This is an optimization exercise on Yosys and OpenROAD, whose aim is small area, not a production implementation.
In this exercise RTL edits were held to simulation tests only and were not proved equivalent to the original.
No activity file was given, so power comes from the tool's default toggle rates.

[flow/config.mk]
export PLATFORM = sky130hd
export DESIGN_NAME = cpu16_core
export DESIGN_NICKNAME = cpu16_core
export VERILOG_FILES = /design/flow/design.v
export SDC_FILE = /design/flow/constraint.sdc
export NUM_CORES = 4
export LEC_CHECK = 0
export CAP_MARGIN = 20
export CORE_MARGIN = 2
export CORE_UTILIZATION = 40
export SLEW_MARGIN = 20
[flow/constraint.sdc]
create_clock -name core_clock -period 10.0 [get_ports {CLOCK_50}]
set_input_delay 2.0000 -clock core_clock [delete_from_list [all_inputs] [get_ports {CLOCK_50}]]
set_output_delay 2.0000 -clock core_clock [all_outputs]
set_load 0.01 [all_outputs]
[flow/design.v]
module cpu16_core #(
  parameter logic [11:0] RESET_PC = 12'h000
) (
  input  logic        CLOCK_50,
  input  logic        reset,
  input  logic [15:0] inst,
  output logic [11:0] pc,
  output logic        retire,
  output logic        halted,
  input  logic [3:0]  dbg_sel,
  output logic [15:0] dbg_data
);
  typedef enum logic [2:0] {FETCH, DECODE, EXECUTE, WRITEBACK, HALTED} state_t;
  state_t state, next_state;
  logic [15:0] regs [16];
  logic [15:0] ir, res, hi, hi_c, alu, ra_v, rb_v, rc_v;
  logic [31:0] prod;
  logic zero, wen;
  wire [3:0] op = ir[15:12];
  wire [3:0] rc = ir[11:8];
  assign ra_v = regs[ir[7:4]];
  assign rb_v = regs[ir[3:0]];
  assign rc_v = regs[rc];
  assign prod = {16'd0, ra_v} * {16'd0, rb_v};
  assign wen = op <= 4'hA || op == 4'hD;
  assign retire = state == WRITEBACK;
  assign dbg_data = regs[dbg_sel];
  always_comb begin
    next_state = HALTED;
    case (state)
      FETCH:     next_state = DECODE;
      DECODE:    next_state = EXECUTE;
      EXECUTE:   next_state = WRITEBACK;
      WRITEBACK: next_state = op == 4'hF ? HALTED : FETCH;
      default:   next_state = HALTED;
    endcase
  end
  always_comb begin
    alu = '0;
    case (op)
      4'h0: alu = ra_v + rb_v;
      4'h1: alu = ra_v - rb_v;
      4'h2: alu = ra_v & rb_v;
      4'h3: alu = ra_v | rb_v;
      4'h4: alu = ra_v ^ rb_v;
      4'h5: alu = {15'd0, $signed(ra_v) < $signed(rb_v)};
      4'h6: alu = ra_v << ir[3:0];
      4'h7: alu = ra_v >> ir[3:0];
      4'h8: alu = ra_v + {12'd0, ir[3:0]};
      4'h9: alu = prod[15:0];
      4'hA: alu = hi;
      4'hB: alu = rc_v;
      4'hD: alu = {{8{ir[7]}}, ir[7:0]};
      default: alu = '0;
    endcase
  end
  always_ff @(posedge CLOCK_50) begin
    if (reset) begin
      state <= FETCH;
      pc <= RESET_PC;
      ir <= '0;
      hi <= '0;
      hi_c <= '0;
      res <= '0;
      zero <= 1'b0;
      halted <= 1'b0;
      for (int i = 0; i < 16; i++) regs[i] <= '0;
    end else begin
      state <= next_state;
      if (state == DECODE) ir <= inst;
      if (state == EXECUTE) begin
        res <= alu;
        zero <= alu == '0;
        hi_c <= prod[31:16];
      end
      if (state == WRITEBACK) begin
        if (wen && rc != 4'd0) regs[rc] <= res;
        if (op == 4'h9) hi <= hi_c;
        if (op == 4'hF) halted <= 1'b1;
        pc <= op == 4'hB ? (zero ? {4'h0, ir[7:0]} : pc + 12'd1) :
              op == 4'hC ? ir[11:0] :
              op == 4'hF ? pc : pc + 12'd1;
      end
    end
  end
endmodule
[flow/run.sh]
#!/bin/bash
# synth_recipe.tcl (not shown) runs the flow's synth.tcl, then flattens the netlist and writes it again
# the make line also repeats each setting of config.mk as NAME=value (left out here)
make -C /OpenROAD-flow-scripts/flow DESIGN_CONFIG=/design/flow/config.mk WORK_HOME=/design/flow/orfs CLKGATE_MAP_FILE= SYNTH_SCRIPT=/design/flow/synth_recipe.tcl finish
==> results.cfg <==
[worst_setup_path]
endpoint_kind = register
critPathTopFamily = adder cells
path_buf_inv = 5
critical_path_arrival_ns = 9.86
critPathLaunchType = register
slowest_stage = or4b_2
cpMostUsedCell = fa_1
required_ns = 10.53
cp_max_fo = 16
crit_type = reg -> reg
crit_path_max_incr_delay_ns = 0.70

[placement]
dp_hpwl_mm = 97.2
gp_congestion = 1.04
dp.cells = 4357
numPortBuffers = 51

[clock_tree]
cts_hold_buf = 0
cts.sinks = 349
root_buffer = clkbuf_16
cts_max_level = 2
clock_latency_ns = 0.61
cts_max_path_buffers = 3
clk_pin_slew_ns = 0.07
cts_tree = done
post_cts_resized = 0
post_cts_buffers = 0
cts_inserted_buffers = 43

[grt]
grt_pass1_vias = 27800
antenna_found_initial = 9
gr-total-overflow = 0
grt_pass1_wl_mm = 197
grt_max_degree = 67
grt_usage_pct = 31.2

[die]
core_area_um2 = 84900
row_count = 107
die_h_um = 296
die_x_um = 296
io_pins = 52
die-area_um2 = 87700
initial_core_util_pct = 40.2

[logic_synthesis]
syn_area_um2 = 34200
synth.top_cells.by_area = edfxtp_1 23%, mux4_2 18%, fa_1 11%, ha_1 6.2%, dfxtp_1 5.5%
netlist.area_leader.share_pct = 22.5
syn_area_per_cell_um2 = 10.4
ys_types = 95
yosys_most_used_dff = edfxtp_1
synth-seq-area-share_pct = 28.0
yosysTopAreaCell = edfxtp_1
synth_edf_count = 256
async_flop_share_pct = 0
synth_cells = 3271
ys_warn_count = 1
ys_ff_latch = 349

[status]
status = finished clean

[timing]
skew_ns = 0.0193
drv_slew = 0
grt_setup_unrepaired = false
tightest_slew_ns = 1.11
finalCritPeriodShare_pct = 93.3
finalCriticalPeriod_ns = 9.33
max_freq_ghz = 0.107
finalHoldViolations = 0
setup_tns_ns = 0
setup_violations = 0
slew_headroom_pct = 26.1

[drt]
drt-vias-per-instance = 6.33
initialDrtViolationCount = 3499
drt_first_pass_iters = 6
routed_wirelength_mm = 137
num_vias = 28100
ant_nets = 0
avgRoutedWirePerCell_um = 30.8
drc = 0

[final_layout]
syn2layout_area_growth_pct = 9.90
drive_gt1_share_pct = 17.0
layout.nets = 3644
fill_cells = 8085
fin_cells = 4438
final_core_util_pct = 44.2

[power]
p_leak_nw = 14.3
peakVddDrop_mv = 0.901
p_total_w = 0.0149
powerDensity_nw_per_um2 = 398

[hold_path]
min_path_type = reg -> reg

[job]
maxCapViolations = 0
registers in the layout, indices dropped and copies added (netlist names), named ones only:
signal and cells:
halted 1, hi 16, hi_c 16, ir 16, pc 12, regs 256
res 16, state 3, zero 1
cell usage in the layout (no fill, tap or decap), types with 14 or more instances in the layout:
cell type          n
a211oi_1          35
a21oi_1          132
a22oi_1           27
a31oi_1           19
and2_1           253
and3_1            15
buf_4            113
clkbuf_16         45
clkdlybuf4s50_1   47
conb_1            16
dfxtp_1           85
edfxtp_1         256
fa_1             196
ha_1             168
inv_1            260
mux2_2            25
mux2i_1           86
mux4_2           272
nand2_1          311
nand2b_1          15
nand3_1           37
nand3b_1          16
nand4_1           16
nor2_1           288
nor2b_1           14
nor3_1            56
nor3b_1           16
o211ai_1          14
o21ai_0           72
o22ai_1           22
or2_2             23
or3_1             14
xnor2_1           26
worst min-delay path: cells and delay by family, from the launching register on:
| kind | cells | cell delay, ns |
|---|---|---|
| AO/OA/AOI/OAI | 1 | 0.05 |
| flip-flops | 1 | 0.31 |
| AND/OR/NAND/NOR | 1 | 0.05 |
metrics by stage:
| step | hold WS [ns] | worst slack, ns | cell area [um^2] |
|---|---|---|---|
| 4_1_cts | 0.445 | 0.724 | 37500 |
| 2_1_floorplan | 0.427 | 1.24 | 34200 |
| 3_3_place_gp | 0.439 | 0.789 | 36100 |
| 5_1_grt | 0.466 | 0.272 | 37500 |
| 6_report | 0.436 | 0.667 | 37500 |
| 3_5_place_dp | 0.445 | 0.701 | 36100 |
where the power goes:
| group | total [W] | switching (W) | internal, W |
|---|---|---|---|
| registers | 0.00174 | 0.000113 | 0.00163 |
| clock network | 0.00161 | 0.000705 | 0.000909 |
| logic | 0.0116 | 0.00714 | 0.00446 |
Yosys cell counts (22+ instances only):
cell	count
xnor2_1	26
nand2_1	311
buf_1	30
dfxtp_1	93
or2_2	23
a21oi_1	132
a22oi_1	27
ha_1	168
mux4_2	272
inv_1	260
and2_1	253
nor2_1	288
nand3_1	37
mux2_2	25
a211oi_1	36
clkbuf_1	170
o22ai_1	22
mux2i_1	88
edfxtp_1	256
o21ai_0	76
fa_1	196
nor3_1	60
logic make-up (layout without fill, tap and decap cells):
family	count (synthesis)	after routing	share of synthesized area [%]
compound gates	486	486	9.50
fa+ha+maj	364	364	17.6
simple gates	1127	1127	16.3
flops	349	349	28.0
mux	388	388	21.5
other cells	1	17	0.0110
buf+inv	517	524	6.04
xor+xnor	39	39	1.00
metal layers:
| layer | up-vias | GRT usage, % | part of all wire, % |
|---|---|---|---|
| met5 | - | 0 | 0.034 |
| met4 | 8 | 18.0 | 7.0 |
| met3 | 448 | 6.64 | 9.6 |
| met2 | 1751 | 48.8 | 45 |
| met1 | 14100 | 39.9 | 38 |
| li1 | 11800 | - | - |
worst paths after layout:
kind | from | to | slack [ns] | cells after the start
worst max register to register | register | zero | 0.67 | 27
worst min-delay path | hi_c[1] | hi[1] | 0.44 | 2
worst min register to register | hi_c[1] | hi[1] | 0.44 | 2
worst max-delay path | register | zero | 0.67 | 27
layout make-up:
cell class              count  area [um^2]  area share (%)
diodes                      1         2.50         0.00667
clock buffers              51         1150            3.06
clock inverters            29          274           0.730
inverters                 279         1050            2.79
multi-input cells        2420        22700            60.4
flip-flops and latches    349         9570            25.5
well taps                1144         1430            3.81
repair buffers            165         1390            3.70

[static timing again, ports no longer ideal]
The results above use ideal ports. As a check the final layout listed here was re-extracted and re-timed, cells and wires unchanged.
Step 1 (the two cells are an assumption about what drives the block):
set clk [get_ports {CLOCK_50}]
set_driving_cell -lib_cell sky130_fd_sc_hd__clkbuf_16 $clk
set_driving_cell -lib_cell sky130_fd_sc_hd__buf_2 [delete_from_list [all_inputs] $clk]
Step 2 times the ports against the registers' clock, not the clock port: input delays grow and output delays shrink by t, the midpoint of the rising clock arrivals with the driver on.
Slacks: no drivers / after step 1 / after step 2; pairs: no drivers / after step 1.
shift t [ns]: 0.673
setup slack, ns: 0.667 / 0.667 / 0.667
latest minus earliest clock arrival (ns): 0.020 / 0.020
After both steps this run still meets setup and hold. The setup slack of this run moves by 0.000 ns with the drivers and by 0.000 ns with both steps.
